From an optimization exercise on the open Yosys and OpenROAD flow, aimed at a short achievable clock period and few clock cycles; shortcuts taken in it are not production practice.
RTL that was checked went through simulation tests only; none was proved equivalent to the original.
For run 3, only the layout was checked, not whether the RTL still works.
Power and IR drop assume default switching activity.

**flow/config.mk**
```make
export PLATFORM = sky130hd
export DESIGN_NAME = pipeline_cpu
export DESIGN_NICKNAME = pipeline_cpu
export VERILOG_FILES = /design/flow/design.v
export SDC_FILE = /design/flow/constraint.sdc
export NUM_CORES = 4
export LEC_CHECK = 0
export CAP_MARGIN = 20
export CORE_MARGIN = 2
export CORE_UTILIZATION = 30
export SETUP_SLACK_MARGIN = 4.0
export SLEW_MARGIN = 20
export TNS_END_PERCENT = 100
```
**flow/constraint.sdc**
```tcl
create_clock -name core_clock -period 7.5 [get_ports {clk}]
set_input_delay 1.5000 -clock core_clock [delete_from_list [all_inputs] [get_ports {clk}]]
set_output_delay 1.5000 -clock core_clock [all_outputs]
set_load 0.01 [all_outputs]
```
**flow/design.v**
```verilog
`default_nettype none
package cpu_pkg;
  localparam int xlen       = 32;    
  localparam int reg_addr_w = 5;
  localparam int pc_step    = 4;     
  typedef logic [xlen-1:0]       word_t;
  typedef logic [reg_addr_w-1:0] reg_addr_t;
  localparam logic [5:0] op_rtype = 6'h00;     
  localparam logic [5:0] op_beq   = 6'h04;
  localparam logic [5:0] op_bne   = 6'h05;
  localparam logic [5:0] op_addi  = 6'h08;
  localparam logic [5:0] op_slti  = 6'h0A;
  localparam logic [5:0] op_lw    = 6'h23;
  localparam logic [5:0] op_sw    = 6'h2B;     
  localparam logic [6:0] fn_add = 7'h20;
  localparam logic [6:0] fn_sub = 7'h22;
  localparam logic [6:0] fn_slt = 7'h2A;       
endpackage
`default_nettype wire
`default_nettype none
module reg_file (
  input  logic               clk,
  input  logic               nrst,
  input  cpu_pkg::reg_addr_t rd_addr_a,
  input  cpu_pkg::reg_addr_t rd_addr_b,
  input  cpu_pkg::reg_addr_t rd_addr_c,
  input  logic               wr_en,
  input  cpu_pkg::reg_addr_t wr_addr,
  input  cpu_pkg::word_t     wr_data,
  output cpu_pkg::word_t     rd_data_a,
  output cpu_pkg::word_t     rd_data_b,
  output cpu_pkg::word_t     rd_data_c
);
  cpu_pkg::word_t regs [2**cpu_pkg::reg_addr_w];
  assign rd_data_a = regs[rd_addr_a];
  assign rd_data_b = regs[rd_addr_b];
  assign rd_data_c = regs[rd_addr_c];
  always_ff @(posedge clk) begin
    if (!nrst) begin
      for (int i = 0; i < 2**cpu_pkg::reg_addr_w; i++) begin
        regs[i] <= '0;
      end
    end else if (wr_en && wr_addr != '0) begin    
      regs[wr_addr] <= wr_data;
    end
  end
endmodule
`default_nettype wire
`default_nettype none
module pipeline_cpu (
  input  logic           clk,
  input  logic           nrst,
  input  cpu_pkg::word_t inst,
  input  cpu_pkg::word_t data_in,
  output cpu_pkg::word_t inst_addr,
  output cpu_pkg::word_t data_addr,
  output cpu_pkg::word_t data_out,
  output logic           data_wr
);
  cpu_pkg::word_t     pc;                
  cpu_pkg::word_t     pc4;               
  cpu_pkg::word_t     pc8;
  logic [5:0]         op;
  cpu_pkg::reg_addr_t rd;
  cpu_pkg::reg_addr_t rs1;
  cpu_pkg::reg_addr_t rs2;
  logic [6:0]         funct;
  cpu_pkg::word_t     imm_alu;
  cpu_pkg::word_t     off;
  cpu_pkg::word_t     target;            
  cpu_pkg::word_t     target4;
  cpu_pkg::word_t     rf_a;
  cpu_pkg::word_t     rf_b;
  cpu_pkg::word_t     rf_c;
  logic               d_rtype;
  logic               d_wr;
  logic               d_load;
  logic               d_beq;
  logic               d_bne;
  logic               d_pred;
  logic               d_use_a;           
  logic               d_use_b;           
  logic               d_store;           
  logic               stall;             
  logic               d_use_imm;
  logic               d_sub;
  cpu_pkg::word_t     b_fwd;
  logic               e_wr;              
  cpu_pkg::reg_addr_t e_dest;
  logic               e_load;
  logic               e_store;
  logic               e_beq;
  logic               e_bne;
  logic               e_pred;            
  logic               e_sub;             
  logic               e_slt;             
  logic               e_zero;            
  logic               e_fx_alu;          
  cpu_pkg::word_t     e_bx;              
  logic               e_fa_alu;          
  logic               e_fb_alu;
  logic               e_fc_alu;
  cpu_pkg::word_t     e_a;
  cpu_pkg::word_t     e_b;
  cpu_pkg::word_t     e_c;               
  cpu_pkg::word_t     e_pc4;             
  cpu_pkg::word_t     e_pc8;
  cpu_pkg::word_t     e_tgt;             
  cpu_pkg::word_t     e_tgt4;
  cpu_pkg::word_t     opc;
  cpu_pkg::word_t     sum;
  cpu_pkg::word_t     m_alu_x;
  logic [32:0]        r_nn;              
  logic [32:0]        r_fn;
  logic [32:0]        r_nf;
  logic [32:0]        r_ff;
  logic [32:0]        sum_l;
  cpu_pkg::word_t     alu_y;
  logic               less;
  logic               eq;
  logic               taken;
  logic               mispredict;
  logic               m_wr;
  cpu_pkg::reg_addr_t m_dest;
  logic               m_load;
  cpu_pkg::word_t     m_alu;
  cpu_pkg::word_t     m_sdata;
  logic               m_store;
  cpu_pkg::word_t     m_result;
  function automatic logic [32:0] ks_add(input cpu_pkg::word_t a, input cpu_pkg::word_t b,
                                         input logic cin);
    cpu_pkg::word_t g;
    cpu_pkg::word_t p;
    cpu_pkg::word_t x;
    cpu_pkg::word_t gn;
    cpu_pkg::word_t pn;
    x = a ^ b;
    g = a & b;
    p = x;
    g[0] = g[0] | (p[0] & cin);
    for (int d = 1; d < 32; d = d * 2) begin
      gn = g;
      pn = p;
      for (int i = d; i < 32; i++) begin
        gn[i] = g[i] | (p[i] & g[i-d]);
        pn[i] = p[i] & p[i-d];
      end
      g = gn;
      p = pn;
    end
    ks_add = {g[30], x ^ {g[30:0], cin}};
  endfunction
  function automatic logic [32:0] add_less(input cpu_pkg::word_t a, input cpu_pkg::word_t bx,
                                           input logic sub);
    logic [32:0]    s;
    cpu_pkg::word_t b;
    s = ks_add(a, bx, sub);
    b = bx ^ {32{sub}};
    add_less = {(a[31] != b[31]) ? a[31] : (a[31] ^ bx[31] ^ s[32]), s[31:0]};
  endfunction
  assign op      = inst[5:0];
  assign rd      = inst[10:6];
  assign rs1     = inst[19:15];
  assign rs2     = inst[24:20];
  assign funct   = inst[31:25];
  assign imm_alu = {{16{inst[31]}}, inst[31:20], inst[14:11]};
  assign off     = {{16{inst[31]}}, inst[31:25], inst[14:6]};
  assign d_rtype = (op == cpu_pkg::op_rtype);
  assign d_load  = (op == cpu_pkg::op_lw);
  assign d_wr    = (d_rtype || op == cpu_pkg::op_addi || op == cpu_pkg::op_slti || d_load) &&
                   (rd != '0);
  assign d_beq   = (op == cpu_pkg::op_beq) && (off != '0);
  assign d_bne   = (op == cpu_pkg::op_bne) && (off != '0) && (rs1 != rs2);
  assign d_pred  = d_bne || (d_beq && (off[31] || rs1 == rs2));
  assign d_use_imm = (op == cpu_pkg::op_addi) || (op == cpu_pkg::op_slti) ||
                     (op == cpu_pkg::op_lw)   || (op == cpu_pkg::op_sw);
  assign d_sub     = (op == cpu_pkg::op_slti) ||
                     (d_rtype && (funct == cpu_pkg::fn_sub || funct == cpu_pkg::fn_slt));
  assign b_fwd     = (m_wr && m_dest == rs2) ? m_result : rf_b;
  assign d_store = (op == cpu_pkg::op_sw);
  assign d_use_b = d_rtype || (op == cpu_pkg::op_beq) || (op == cpu_pkg::op_bne);
  assign d_use_a = d_use_b || d_use_imm;
  assign stall   = e_load && e_wr && ((d_use_a && rs1 == e_dest) ||
                                      (d_use_b && rs2 == e_dest) ||
                                      (d_store && rd  == e_dest));
  assign pc8     = pc4 + 32'd4;
  assign target  = 32'(ks_add(pc4, off, 1'b0));
  assign target4 = 32'(ks_add(pc8, off, 1'b0));
  reg_file u_rf (
    .clk       (clk),
    .nrst      (nrst),
    .rd_addr_a (rs1),
    .rd_addr_b (rs2),
    .rd_addr_c (rd),
    .wr_en     (m_wr),
    .wr_addr   (m_dest),
    .wr_data   (m_result),
    .rd_data_a (rf_a),
    .rd_data_b (rf_b),
    .rd_data_c (rf_c)
  );
  assign inst_addr = pc;
  always_ff @(posedge clk) begin
    if (!nrst) begin
      pc  <= '0;
      pc4 <= 32'd4;
    end else if (mispredict) begin
      pc  <= e_pred ? e_pc4 : e_tgt;
      pc4 <= e_pred ? e_pc8 : e_tgt4;
    end else if (stall) begin
      pc  <= pc;
      pc4 <= pc4;
    end else if (d_pred) begin
      pc  <= target;
      pc4 <= target4;
    end else begin
      pc  <= pc4;
      pc4 <= pc8;
    end
  end
  always_ff @(posedge clk) begin
    if (!nrst || mispredict || stall) begin
      e_wr    <= 1'b0;
      e_load  <= 1'b0;
      e_store <= 1'b0;
      e_beq   <= 1'b0;
      e_bne   <= 1'b0;
    end else begin
      e_wr    <= d_wr;
      e_load  <= d_load;
      e_store <= d_store;
      e_beq   <= d_beq;
      e_bne   <= d_bne;
    end
  end
  always_ff @(posedge clk) begin
    e_dest    <= rd;
    e_pred    <= d_pred;
    e_fa_alu  <= e_wr && !e_load && (rs1 == e_dest);
    e_fb_alu  <= e_wr && !e_load && (rs2 == e_dest);
    e_fc_alu  <= e_wr && !e_load && (rd  == e_dest);
    e_sub     <= d_sub;
    e_fx_alu  <= !d_use_imm && e_wr && !e_load && (rs2 == e_dest);
    e_bx      <= (d_use_imm ? imm_alu : b_fwd) ^ {32{d_sub}};
    e_slt     <= (op == cpu_pkg::op_slti) || (d_rtype && funct == cpu_pkg::fn_slt);
    e_zero    <= d_rtype && (funct != cpu_pkg::fn_add) && (funct != cpu_pkg::fn_sub) &&
                 (funct != cpu_pkg::fn_slt);
    e_a       <= (m_wr && m_dest == rs1) ? m_result : rf_a;
    e_b       <= b_fwd;
    e_c       <= (m_wr && m_dest == rd)  ? m_result : rf_c;
    e_pc4     <= pc4;
    e_pc8     <= pc8;
    e_tgt     <= target;
    e_tgt4    <= target4;
  end
  assign opc   = e_fc_alu ? m_alu : e_c;
  assign m_alu_x = m_alu ^ {32{e_sub}};
  assign r_nn    = add_less(e_a,   e_bx,    e_sub);
  assign r_fn    = add_less(m_alu, e_bx,    e_sub);
  assign r_nf    = add_less(e_a,   m_alu_x, e_sub);
  assign r_ff    = add_less(m_alu, m_alu_x, e_sub);
  always_comb begin
    case ({e_fa_alu, e_fx_alu})
      2'b00:   sum_l = r_nn;
      2'b10:   sum_l = r_fn;
      2'b01:   sum_l = r_nf;
      default: sum_l = r_ff;
    endcase
  end
  assign sum  = sum_l[31:0];
  assign less = sum_l[32];
  always_comb begin
    if (e_zero) begin
      alu_y = '0;
    end else if (e_slt) begin
      alu_y = {31'b0, less};
    end else begin
      alu_y = sum;
    end
  end
  always_comb begin
    case ({e_fa_alu, e_fb_alu})
      2'b00:   eq = (e_a == e_b);
      2'b10:   eq = (m_alu == e_b);
      2'b01:   eq = (e_a == m_alu);
      default: eq = 1'b1;
    endcase
  end
  assign taken      = (e_beq && eq) || (e_bne && !eq);
  assign mispredict = (e_beq || e_bne) && (taken != e_pred);
  always_ff @(posedge clk) begin
    if (!nrst) begin
      m_wr    <= 1'b0;
      m_load  <= 1'b0;
      m_store <= 1'b0;
    end else begin
      m_wr    <= e_wr;
      m_load  <= e_load;
      m_store <= e_store;
    end
  end
  always_ff @(posedge clk) begin
    m_dest  <= e_dest;
    m_alu   <= alu_y;                    
    m_sdata <= opc;
  end
  assign m_result  = m_load ? data_in : m_alu;
  assign data_addr = m_alu;
  assign data_out  = m_sdata;
  assign data_wr   = m_store;
endmodule
`default_nettype wire
```
**flow/flow/run.sh**
```bash
#!/bin/bash
# The standard layout (the standard.sh: ORFS from synthesis to finish),
# with one change to synthesis: no full/half-adder cell extraction before ABC
# (ADDER_MAP_FILE empty), so ABC maps the adders as plain logic for speed.
# Registers, their names and cell types are those of the standard synthesis.
set -euo pipefail
bash standard.sh ADDER_MAP_FILE= finish > orfs_make.log 2>&1
```
**flow/standard.sh**
```bash
#!/bin/bash
# synth_recipe.tcl (not shown) runs the flow's synth.tcl, then flattens the netlist and writes it again
# the make line also repeats each setting of config.mk as NAME=value (left out here)
make -C /OpenROAD-flow-scripts/flow DESIGN_CONFIG=/design/flow/config.mk WORK_HOME=/design/flow/orfs CLKGATE_MAP_FILE= SYNTH_SCRIPT=/design/flow/synth_recipe.tcl "${@:-finish}"
```
==> impl_metrics.json, run 1 <==
{
  "htree_levels": 4,
  "r2r_end": "pc4[31]$_SDFFE_PN0P_",
  "dp_cells": 10800,
  "die_height_um": 544,
  "rows": 198,
  "ys_seq_elements": 1430,
  "grt_pass1_vias": 66500,
  "r2r.worst_path.cells": 12,
  "async_reset_ff_frac": 0,
  "antenna_found_initial": 26,
  "design.core.area_mm2": 0.291,
  "clkSinkCount": 1430,
  "ff2ff_setup_slack_ns": 3.78,
  "hold_viol_final": 0,
  "final-seq-area_mm2": 0.0391,
  "fin_area_mm2": 0.105,
  "grtUsageTotal": 0.232,
  "numCtsBuffers": 158,
  "cellPowerDensity_mw_per_mm2": 245,
  "hp-class": "register to register",
  "port_buffers": 162,
  "synth_warnings": 2,
  "cp-startpoint": "inst[7]",
  "placed_area_mm2": 0.0936,
  "initial_core_util": 0.301,
  "via_count": 69500,
  "fmax_mhz": 265,
  "netlist_area_mm2": 0.0875,
  "multi_input_area_mm2": 0.0483,
  "fin_skew_ns": 0.0965,
  "synth_cells": 7253,
  "root_buffer": "clkbuf_16",
  "p_leak_nw": 36.7,
  "grt_setup_unrepaired": "yes",
  "netSwitchingPower_mw": 9.02,
  "avgSynthCellArea_um2": 12.1,
  "drive_gt1_frac": 0.311,
  "cellInternalPower_mw": 16.8,
  "power_frac_clock": 0.318,
  "drtAntennaViolNets": 0,
  "seqPwrFrac": 0.371,
  "grt_first_pass_wirelength_um": 492000,
  "syn_to_final_growth_pct": 20.3,
  "startpoint_type": "primary input",
  "ir_worst_vdd_mv": 0.276,
  "viasPerCell": 6.14,
  "nNetsFinal": 7354,
  "path_clk_slew_ns": 0.06,
  "slew-limit-headroom": 0.312,
  "power_frac_comb": 0.311,
  "wl_per_cell_um": 31.8,
  "gp_congestion": 0.929,
  "switching_share": 0.350,
  "final_util": 0.362,
  "tritoncts": "done",
  "worst_slack_ns": 3.73,
  "gr-total-overflow": 0,
  "reg2reg_from": "pc4[20]$_SDFFE_PN0P_",
  "grt_max_degree": 104,
  "timing.hold.ws_ns": 0.431,
  "dieArea_mm2": 0.296,
  "drt_iter0_drc": 11000,
  "clock_latency_ns": 0.88,
  "first_pass_iters": 8,
  "postCtsHoldBufs": 0,
  "dpl.hpwl_um": 207000,
  "slew_viol_final": 0,
  "finalSetupViolCount": 0,
  "crit_end": "pc4[23]$_SDFFE_PN0P_",
  "cts_buffer_depth": 3,
  "power_mw": 25.8,
  "fin_cells": 11300,
  "fillerInstances": 27600,
  "remaining_drc_errors": 0,
  "crit_fanout": 8,
  "die_x_um": 544,
  "min_period_over_period": 0.503,
  "worstSetupPathType": "primary input to register",
  "ys_seq_area_frac": 0.444,
  "io_pins": 163,
  "ys_types": 112,
  "min_period_ns": 3.77,
  "synth_flop_cell": "edfxtp_1",
  "critPathCaptureType": "register",
  "worstPathRequired_ns": 8.22,
  "status": "no timing/DRC/antenna violations",
  "synth_edf_count": 1024,
  "tightestPinTransition_ns": 1.03,
  "drt-total-wl_um": 360000,
  "pre_cts_slack_ns": 1.73,
  "fin_tns_setup_ns": 0,
  "maxCapViolCount": 0,
  "crit_arrival_ns": 4.49
}
## cell usage after synthesis, drive strengths merged, types with 72 or more instances
cell / number / share of area
xnor2: 367 / 0.037
mux4: 961 / 0.25
edfxtp: 1024 / 0.35
nor2: 1275 / 0.055
dfxtp: 406 / 0.093
a211oi: 184 / 0.016
a21oi: 343 / 0.020
inv: 91 / 0.0039
mux2i: 124 / 0.014
nand2: 321 / 0.014
nand3: 89 / 0.0052
nor2b: 119 / 0.0085
a31oi: 72 / 0.0051
buf: 223 / 0.012
xor2: 155 / 0.016
o21ai: 177 / 0.010
clkbuf: 565 / 0.024
nor3: 76 / 0.0045
## sequential cells by signal, indices dropped and copies added (netlist names), 32 cells and up
name	count
e_a	32
m_sdata	32
e_pc8	32
m_alu	32
e_c	32
e_tgt4	32
e_b	32
e_bx	32
pc4	32
pc	32
u_rf.regs	1024
## power by group through the flow
| stage | combinational, mW | clock (mW) | sequential, mW |
|---|---|---|---|
| after floorplan | 4.71 | 0 | 9.34 |
| after global placement | 6.77 | 0 | 9.69 |
| after detailed placement | 6.85 | 0 | 9.72 |
| after CTS | 7.51 | 8.21 | 9.53 |
| after global routing | 8.34 | 8.50 | 9.60 |
| final | 8.02 | 8.19 | 9.56 |
## worst min path at each step
stage,start,endpoint,slack [ns],cells past startpoint
floorplan,pc4[12]$_SDFFE_PN0P_,e_pc4[12]$_DFF_P_,0.33,0
global placement,e_dest[3]$_DFF_P_,m_dest[3]$_DFF_P_,0.41,0
detailed placement,e_dest[4]$_DFF_P_,m_dest[4]$_DFF_P_,0.42,0
CTS,e_dest[1]$_DFF_P_,m_dest[1]$_DFF_P_,0.43,0
global route,e_dest[3]$_DFF_P_,m_dest[3]$_DFF_P_,0.44,0
finish,e_dest[3]$_DFF_P_,m_dest[3]$_DFF_P_,0.43,0
## cell families after synthesis
group                      after synthesis  share of synthesized area
and+or+nand+nor                       2151                      0.107
DFF                                   1430                      0.444
muxes                                 1137                      0.268
AOI/OAI and AO/OA                     1070                     0.0807
buffers and inverters                  881                     0.0401
xor gates and xnor gates               522                     0.0526
adders and majority gates               61                    0.00712
other                                    1                  0.0000428
## routing by layer
metal / up-vias / GRT usage / share of wire
li1: 27600 / - / -
met4: 16 / 0.160 / 0.081
met2: 5670 / 0.358 / 0.45
met3: 1292 / 0.0663 / 0.13
met5: - / 0 / 0.00026
met1: 35000 / 0.278 / 0.33
## critical path, cell delays in order
cell,delay (ns)
buf_16,0.11
buf_6,0.11
nand2_4,0.06
a2111oi_4,0.38
o221ai_2,0.14
a22oi_2,0.15
buf_6,0.15
o211ai_4,0.12
a211oi_2,0.28
o221ai_4,0.15
a211oi_4,0.35
buf_12,0.18
buf_4,0.12
a32oi_4,0.05
and3b_1,0.27
a211oi_2,0.05
o31a_1,0.29
## repair_timing
action / in CTS / in global routing
gates cloned: 28 / 22
pin swaps: 97 / 114
endpoints found under the hold margin: 0 / 0
buffers inserted: 137 / 91
resized for setup: 514 / 298
endpoints found under the setup margin: 997 / 756
## cell type report
class,instances,share of cell area
Sequential cell,1430,0.371
Clock buffer,217,0.0422
Inverter,93,0.00365
Timing Repair Buffer,624,0.0688
Multi-Input combinational cell,4980,0.459
Antenna cell,14,0.000333
Tap cell,3900,0.0463
Clock inverter,68,0.00872
Timing Repair inverter,1,0.0000832
## cell usage in the layout, fill, tap and decap left out, types with 154 or more instances in the layout
cell	instances
a211oi_1	154
mux4_2	961
dfxtp_1	323
buf_4	287
nand2_1	247
xnor2_1	341
edfxtp_1	1024
nor2_1	1255
a21oi_1	279
clkbuf_16	181
Testbench counts, summed over its fixed seeds: cycles 18,898.
==> inputs of run 2 (changes only) <==
--- a/flow/config.mk
+++ b/flow/config.mk
@@ -7,7 +7,6 @@
 export LEC_CHECK = 0
 export CAP_MARGIN = 20
 export CORE_MARGIN = 2
-export CORE_UTILIZATION = 30
+export CORE_UTILIZATION = 25
 export SETUP_SLACK_MARGIN = 4.0
 export SLEW_MARGIN = 20
-export TNS_END_PERCENT = 100
==> run 2 against run 1 <==
Net effect:
- fmax down 0.92%
- critical path depth down 1
- count of clock-buffer cells in the layout down 1
- sequential power about the same
- via count up 0.28%
- synthesized area unchanged
- synthesized cell count unchanged
- first-iteration DRC count up 1.9%
- critical path type unchanged
==> impl_metrics.json, run 2 <==
{
  "status": "no timing/DRC/antenna violations",
  "avgSynthCellArea_um2": 12.1,
  "largest-register": "u_rf.regs",
  "fin_tns_setup_ns": 0,
  "placed_area_mm2": 0.0945,
  "via_count": 69700,
  "fillerInstances": 34400,
  "clkSinkCount": 1430,
  "mostFrequentLayoutCells": "nor2_1 (1253), edfxtp_1 (1024), mux4_2 (961), xnor2_1 (340), dfxtp_1 (329)",
  "drtAntennaViolNets": 0,
  "critPathCaptureType": "register",
  "drt-total-wl_um": 366000,
  "ys_types": 112,
  "synth_top_family_by_area": "multiplexers",
  "worstPathRequired_ns": 8.30,
  "finalSetupViolCount": 0,
  "synth_top_area_share": 0.351,
  "largest_reg_flops": 1024,
  "grt_first_pass_wirelength_um": 497000,
  "nNetsFinal": 7406,
  "worstSetupPathType": "primary input to register",
  "netlist_area_mm2": 0.0875,
  "final_common_cell": "nor2_1",
  "syn_to_final_growth_pct": 22.6,
  "tritoncts": "done",
  "synth_area_leaders": "edfxtp_1 (35%), mux4_2 (25%), dfxtp_1 (9.3%), nor2_1 (5.5%), xnor2_1 (3.6%)",
  "synth_cells": 7253,
  "remaining_drc_errors": 0,
  "min_period_over_period": 0.507,
  "synth_warnings": 2,
  "synth_flop_cell": "edfxtp_1",
  "fin_area_mm2": 0.107,
  "grt_pass1_vias": 66600,
  "grt_max_degree": 75,
  "ir_worst_vdd_mv": 0.207,
  "antenna_found_initial": 26,
  "cts_buffer_depth": 4,
  "htree_levels": 4,
  "synthMuxAreaShare": 0.268,
  "fmax_mhz": 263,
  "port_buffers": 162,
  "synth.largest_area_cell": "edfxtp_1",
  "slew_viol_final": 0,
  "grt_setup_unrepaired": "yes",
  "cellPowerDensity_mw_per_mm2": 239,
  "numCtsBuffers": 163,
  "hp-class": "register to register",
  "grtUsageTotal": 0.193,
  "ys_seq_area_frac": 0.444,
  "clock_latency_ns": 0.87,
  "synth_edf_count": 1024,
  "die_height_um": 596,
  "yosys.area_share.simple": 0.107,
  "initial_core_util": 0.251,
  "rows": 217,
  "gp_congestion": 0.897,
  "viasPerCell": 5.78,
  "power_mw": 25.7,
  "path_clk_slew_ns": 0.07,
  "ys_seq_elements": 1430,
  "startpoint_type": "primary input",
  "fin_skew_ns": 0.0809,
  "min_period_ns": 3.80,
  "synth.most_common_cell": "nor2_1",
  "dieArea_mm2": 0.355,
  "crit_arrival_ns": 4.60,
  "root_buffer": "clkbuf_16",
  "io_pins": 163,
  "synth_commonest_cells": "nor2_1 (1273), edfxtp_1 (1024), mux4_2 (961)",
  "drive_gt1_frac": 0.321,
  "dpl.hpwl_um": 210000,
  "maxCapViolCount": 0,
  "tightestPinTransition_ns": 1.10,
  "p_leak_nw": 37.2,
  "wl_per_cell_um": 30.3,
  "drt_iter0_drc": 11200,
  "async_reset_ff_frac": 0,
  "yosys.area_share.adder": 0.00712,
  "slew-limit-headroom": 0.265,
  "design.core.area_mm2": 0.349,
  "die_x_um": 596,
  "first_pass_iters": 6,
  "synth_xor_area_frac": 0.0526,
  "crit_fanout": 5,
  "synth_compound_gate_area_share": 0.0807,
  "postCtsHoldBufs": 0,
  "hold_viol_final": 0,
  "gr-total-overflow": 0
}
run 2: path summary, 6_finish.rpt:
check	to	depth (start not counted)	startpoint	slack (ns)
min	e_pc4[3]$_DFF_P_	0	pc4[3]$_SDFFE_PN0P_	0.43
min reg2reg	e_pc4[3]$_DFF_P_	0	pc4[3]$_SDFFE_PN0P_	0.43
max reg2reg	pc4[25]$_SDFFE_PN0P_	18	e_fa_alu$_DFF_P_	3.76
max	pc4[21]$_SDFFE_PN0P_	16	inst[6]	3.70
run 2: repair_timing:
action / CTS / global route
resized for setup: 574 / 360
buffers inserted: 123 / 130
gates cloned: 43 / 25
setup endpoints to repair: 924 / 496
pin swaps: 103 / 152
run 2: logic make-up after synthesis:
logic type	count (synthesis)
xor gates and xnor gates	522
DFF	1430
AOI/OAI and AO/OA	1070
muxes	1137
and+or+nand+nor	2151
other	1
adders and majority gates	61
buffers and inverters	881
run 2: report_power, final:
part | switching, mW | internal [mW] | leakage, nW | total, mW
Clock | 3.48 | 4.65 | 2.53 | 8.12
Sequential | 0.588 | 8.95 | 14.0 | 9.54
Combinational | 4.87 | 3.17 | 20.8 | 8.04
run 2: through the flow:
stage          hold WS, ns  instances   util  worst slack, ns
6_report             0.428      12100  0.308             3.70
3_3_place_gp         0.414      11400  0.271             1.15
4_1_cts              0.435      11900  0.298             3.75
2_1_floorplan        0.326       7284      -             3.36
3_5_place_dp         0.419      11400  0.271             1.13
5_1_grt              0.433      12100  0.308             3.58
run 2: worst max-delay path, cell delays in order:
cell	delay (ns)
buf_16	0.11
buf_6	0.10
o211ai_4	0.10
a2111oi_4	0.38
o221ai_2	0.16
a22oi_2	0.24
o211ai_2	0.17
a211oi_2	0.30
o221ai_4	0.16
a211oi_4	0.30
buf_12	0.16
buf_6	0.09
mux2i_2	0.20
xnor2_1	0.11
or3_1	0.35
a31oi_1	0.16
run 2: routing by layer:
metal | share of wire | GRT usage | wire length, um
met3 | 0.14 | 0.0615 | 51900
met2 | 0.45 | 0.300 | 164000
met1 | 0.34 | 0.233 | 123000
met4 | 0.073 | 0.119 | 26600
met5 | 0.00051 | 0 | 187
run 2: final cells by class:
type                       instances  area (um^2)  share of cell area
inverter                          93          389             0.00362
antenna                            8         20.0            0.000186
timing repair inverter             1         8.76           0.0000816
multi-input combinational       4981        48700               0.453
tap                             4599         5750              0.0536
clock inverter                    73          732             0.00682
sequential                      1430        39100               0.364
clock buffer                     216         4470              0.0417
timing repair buffer             670         8220              0.0766
==> inputs of run 3 (changes only) <==
--- a/flow/design.v
+++ b/flow/design.v
@@ -184,8 +184,10 @@
                                       (d_use_b && rs2 == e_dest) ||
                                       (d_store && rd  == e_dest));
   assign pc8     = pc4 + 32'd4;
-  assign target  = 32'(ks_add(pc4, off, 1'b0));
-  assign target4 = 32'(ks_add(pc8, off, 1'b0));
+  assign target  = {30'(ks_add({2'b0, pc4[31:2]}, {2'b0, off[31:2]}, 1'b0)),
+                    pc4[1:0] + off[1:0]};
+  assign target4 = {30'(ks_add({2'b0, pc4[31:2]}, {2'b0, off[31:2]}, 1'b1)),
+                    pc4[1:0] + off[1:0]};
   reg_file u_rf (
     .clk       (clk),
     .nrst      (nrst),
--- a/flow/config.mk
+++ b/flow/config.mk
@@ -7,6 +7,7 @@
 export LEC_CHECK = 0
 export CAP_MARGIN = 20
 export CORE_MARGIN = 2
-export CORE_UTILIZATION = 25
-export SETUP_SLACK_MARGIN = 4.0
+export CORE_UTILIZATION = 40
+export SETUP_SLACK_MARGIN = 4.2
 export SLEW_MARGIN = 20
+export TNS_END_PERCENT = 100
==> run 3 against run 2 <==
Net effect:
- non-clock buffer count down 42
- first-iteration DRC count up 5.0%
- sequential share of layout area up 1.3 points
- critical path type is now register to register
- count of clock-buffer cells in the layout increased by 8
- still clean
- clock power rose by 2%
==> impl_metrics.json, run 3 <==
{
  "status": "no timing/DRC/antenna violations",
  "synth_flop_cell": "edfxtp_1",
  "clock_latency_ns": 0.86,
  "nNetsFinal": 7061,
  "dp_cells": 9324,
  "min_period_ns": 3.86,
  "grtUsageTotal": 0.316,
  "fin_cells": 9958,
  "remaining_drc_errors": 0,
  "netlist_area_mm2": 0.0852,
  "maxCapViolCount": 0,
  "initial_core_util": 0.402,
  "critPathCaptureType": "register",
  "cpMostUsedCell": "maj3_2",
  "multi_input_area_mm2": 0.0478,
  "gp_congestion": 0.931,
  "grt_first_pass_wirelength_um": 487000,
  "crit_arrival_ns": 4.59,
  "synth.most_common_cell": "nor2_1",
  "fin_tns_setup_ns": 0,
  "cts_buffer_depth": 3,
  "grt_pass1_vias": 64300,
  "drtAntennaViolNets": 0,
  "grt_max_degree": 93,
  "power_mw": 26.8,
  "crit_fanout": 2,
  "io_pins": 163,
  "min_period_over_period": 0.514,
  "synth_edf_count": 1024,
  "synth_cells": 6890,
  "r2r.worst_path.cells": 12,
  "gr-total-overflow": 0,
  "slew-limit-headroom": 0.143,
  "ys_types": 82,
  "largest_reg_flops": 1024,
  "drt-total-wl_um": 362000,
  "antenna_found_initial": 23,
  "rows": 169,
  "async_reset_ff_frac": 0,
  "htree_levels": 4,
  "via_count": 67700,
  "wl_per_cell_um": 36.3,
  "synth.largest_area_cell": "edfxtp_1",
  "fmax_mhz": 259,
  "reg2reg_from": "e_a[0]$_DFF_P_",
  "syn_to_final_growth_pct": 21.6,
  "drive_gt1_frac": 0.339,
  "cp_cell_sequence": "maj3_2, maj3_2, maj3_2, o21a_4, or3_1, a21o_1, maj3_2, a31oi_4, o2111ai_4, xnor2_2, mux2_4, o41a_1",
  "cp-startpoint": "e_a[0]$_DFF_P_",
  "dieArea_mm2": 0.217,
  "cp_slowest_cell": "dfxtp_4",
  "max_stage_delay_ns": 0.37,
  "r2r_end": "m_alu[0]$_SDFF_PP0_",
  "drt_iter0_drc": 11700,
  "clkSinkCount": 1430,
  "first_pass_iters": 9,
  "slew_viol_final": 0,
  "timing.hold.ws_ns": 0.421,
  "tightestPinTransition_ns": 1.28,
  "die_x_um": 465,
  "synth_area_leaders": "edfxtp_1 (36%), mux4_2 (25%), dfxtp_1 (9.5%), nor2_1 (5.5%), xnor2_1 (3.3%)",
  "path_clk_slew_ns": 0.06,
  "hold_viol_final": 0,
  "avgSynthCellArea_um2": 12.4,
  "final-seq-area_mm2": 0.0390,
  "final_common_cell": "nor2_1",
  "port_buffers": 162,
  "worstSetupPathType": "register to register",
  "ir_worst_vdd_mv": 0.252,
  "finalSetupViolCount": 0,
  "viasPerCell": 6.80,
  "postCtsHoldBufs": 0,
  "root_buffer": "clkbuf_16",
  "fillerInstances": 18300,
  "cellPowerDensity_mw_per_mm2": 259,
  "synth_commonest_cells": "nor2_1 (1248), edfxtp_1 (1024), mux4_2 (960)",
  "worstPathRequired_ns": 8.24,
  "synth_top_area_share": 0.361,
  "die_height_um": 465,
  "crit_end": "m_alu[0]$_SDFF_PP0_",
  "grt_setup_unrepaired": "yes",
  "dpl.hpwl_um": 198000,
  "startpoint_type": "register",
  "design.core.area_mm2": 0.212,
  "p_leak_nw": 36.1,
  "numCtsBuffers": 163,
  "fin_skew_ns": 0.0563,
  "synth_warnings": 2,
  "largest-register": "u_rf.regs",
  "ys_seq_elements": 1430,
  "tritoncts": "done",
  "hp-class": "register to register",
  "mostFrequentLayoutCells": "nor2_1 (1220), edfxtp_1 (1024), mux4_2 (960), dfxtp_1 (332), xnor2_1 (299)",
  "ys_seq_area_frac": 0.456,
  "ff2ff_setup_slack_ns": 3.64
}
run 3: cell count changes in the layout (fill, tap and decap cells not counted), moves of 32 or more:
| cell | before | now |
|---|---|---|
| inv_1 | 83 | 42 |
| a21oi_1 | 264 | 212 |
| nand2_1 | 248 | 215 |
| a211oi_2 | 44 | 118 |
| nor2_1 | 1253 | 1220 |
| nand2_8 | 17 | 49 |
| mux2i_1 | 75 | 108 |
| xnor2_1 | 340 | 299 |
| a211oi_1 | 138 | 52 |
run 3: power breakdown:
part	switching [mW]	internal (mW)	total, mW
logic	5.43	3.56	8.99
registers	0.629	8.97	9.60
clock network	3.52	4.73	8.25
run 3: metrics by stage:
stage	util	cell area [um^2]	setup WS [ns]
6_report	0.489	104000	3.64
2_1_floorplan	-	87700	3.67
3_3_place_gp	0.427	90600	2.43
3_5_place_dp	0.428	90600	2.41
4_1_cts	0.474	100000	3.66
5_1_grt	0.489	104000	3.60
run 3: area by class of cell:
class / count / share of cell area
multi-input combinational: 4720 / 0.461
sequential: 1430 / 0.377
timing repair buffer: 628 / 0.0733
clock buffer: 224 / 0.0445
tap: 2821 / 0.0341
clock inverter: 70 / 0.00756
inverter: 51 / 0.00214
antenna: 13 / 0.000314
timing repair inverter: 1 / 0.0000725
run 3: what timing repair did:
item | 4_1_cts | 5_1_grt
buffers inserted | 154 | 108
resized for setup | 605 | 370
cloned | 34 | 29
pin swaps | 84 | 210
endpoints found under the setup margin | 1264 | 477
run 3: routing by layer:
layer / track usage / part of all wire / vias up
met2: 0.474 / 0.44 / 5782
met3: 0.112 / 0.15 / 1440
met1: 0.392 / 0.34 / 34000
met4: 0.190 / 0.075 / 28
met5: 0 / 0.0014 / -
li1: - / - / 26500
run 3: cell families (layout without fill, tap and decap cells):
kind of cell             Yosys count  count (layout)  share of synthesized area
flip-flops                      1430            1430                      0.456
multiplexers                    1150            1152                      0.277
other                              1              45                  0.0000440
XOR/XNOR                         484             484                     0.0499
buffers and inverters            794             974                     0.0353
adder cells (fa/ha/maj)           75              75                    0.00887
AND/OR/NAND/NOR                 2009            2030                      0.101
AO/OA/AOI/OAI                    947             947                     0.0716
run 3: how the worst min path moves through the flow:
stage | startpoint | end | slack [ns] | cells after the start
3_5_place_dp | e_dest[0]$_DFF_P_ | m_dest[0]$_DFF_P_ | 0.41 | 0
2_1_floorplan | pc4[2]$_SDFFE_PN1P_ | e_pc4[2]$_DFF_P_ | 0.33 | 0
5_1_grt | e_dest[0]$_DFF_P_ | m_dest[0]$_DFF_P_ | 0.43 | 0
4_1_cts | e_dest[0]$_DFF_P_ | m_dest[0]$_DFF_P_ | 0.42 | 0
6_report | e_dest[0]$_DFF_P_ | m_dest[0]$_DFF_P_ | 0.42 | 0
3_3_place_gp | pc4[1]$_SDFFE_PN0P_ | e_pc8[1]$_DFF_P_ | 0.41 | 0
run 3: critical path: cells and delay by family, from the launching register on:
family	cells	cell delay, ns
flip-flops	1	0.37
XOR/XNOR	1	0.25
adder cells (fa/ha/maj)	4	1.34
AO/OA/AOI/OAI	5	1.19
AND/OR/NAND/NOR	1	0.30
multiplexers	1	0.32

separate check: timing with driven ports:
No port has a modelled driver above. Below, the same layouts with a new extraction and two added sets of constraints. Step 1 sets driving cells, clkbuf_16 on the clock port and buf_2 on the other inputs (assumed; they add their load-dependent delay and slew). Step 2 times the ports against the registers' clock, not the clock port: input delays grow and output delays shrink by t, the midpoint of the rising clock arrivals with the driver on. a / b / c = ideal / step 1 / step 2; a / b = the first two.
| run | t, ns | setup slack, ns | hold WS [ns] | worst setup path after step 2 |
|---|---|---|---|---|
| run 1 | 0.930 | 3.731 / 3.484 / 2.553 | 0.431 / 0.431 / 0.431 | input to register |
| run 2 | 0.914 | 3.696 / 3.472 / 2.558 | 0.428 / 0.428 / 0.428 | input to register |
| run 3 | 0.919 | 3.644 / 3.644 / 2.964 | 0.421 / 0.421 / 0.421 | input to register |
After both steps setup and hold are still met in every run listed. For run 1, which loses most, drivers alone change the setup slack by -0.247 ns; drivers and shift together by -1.178 ns.
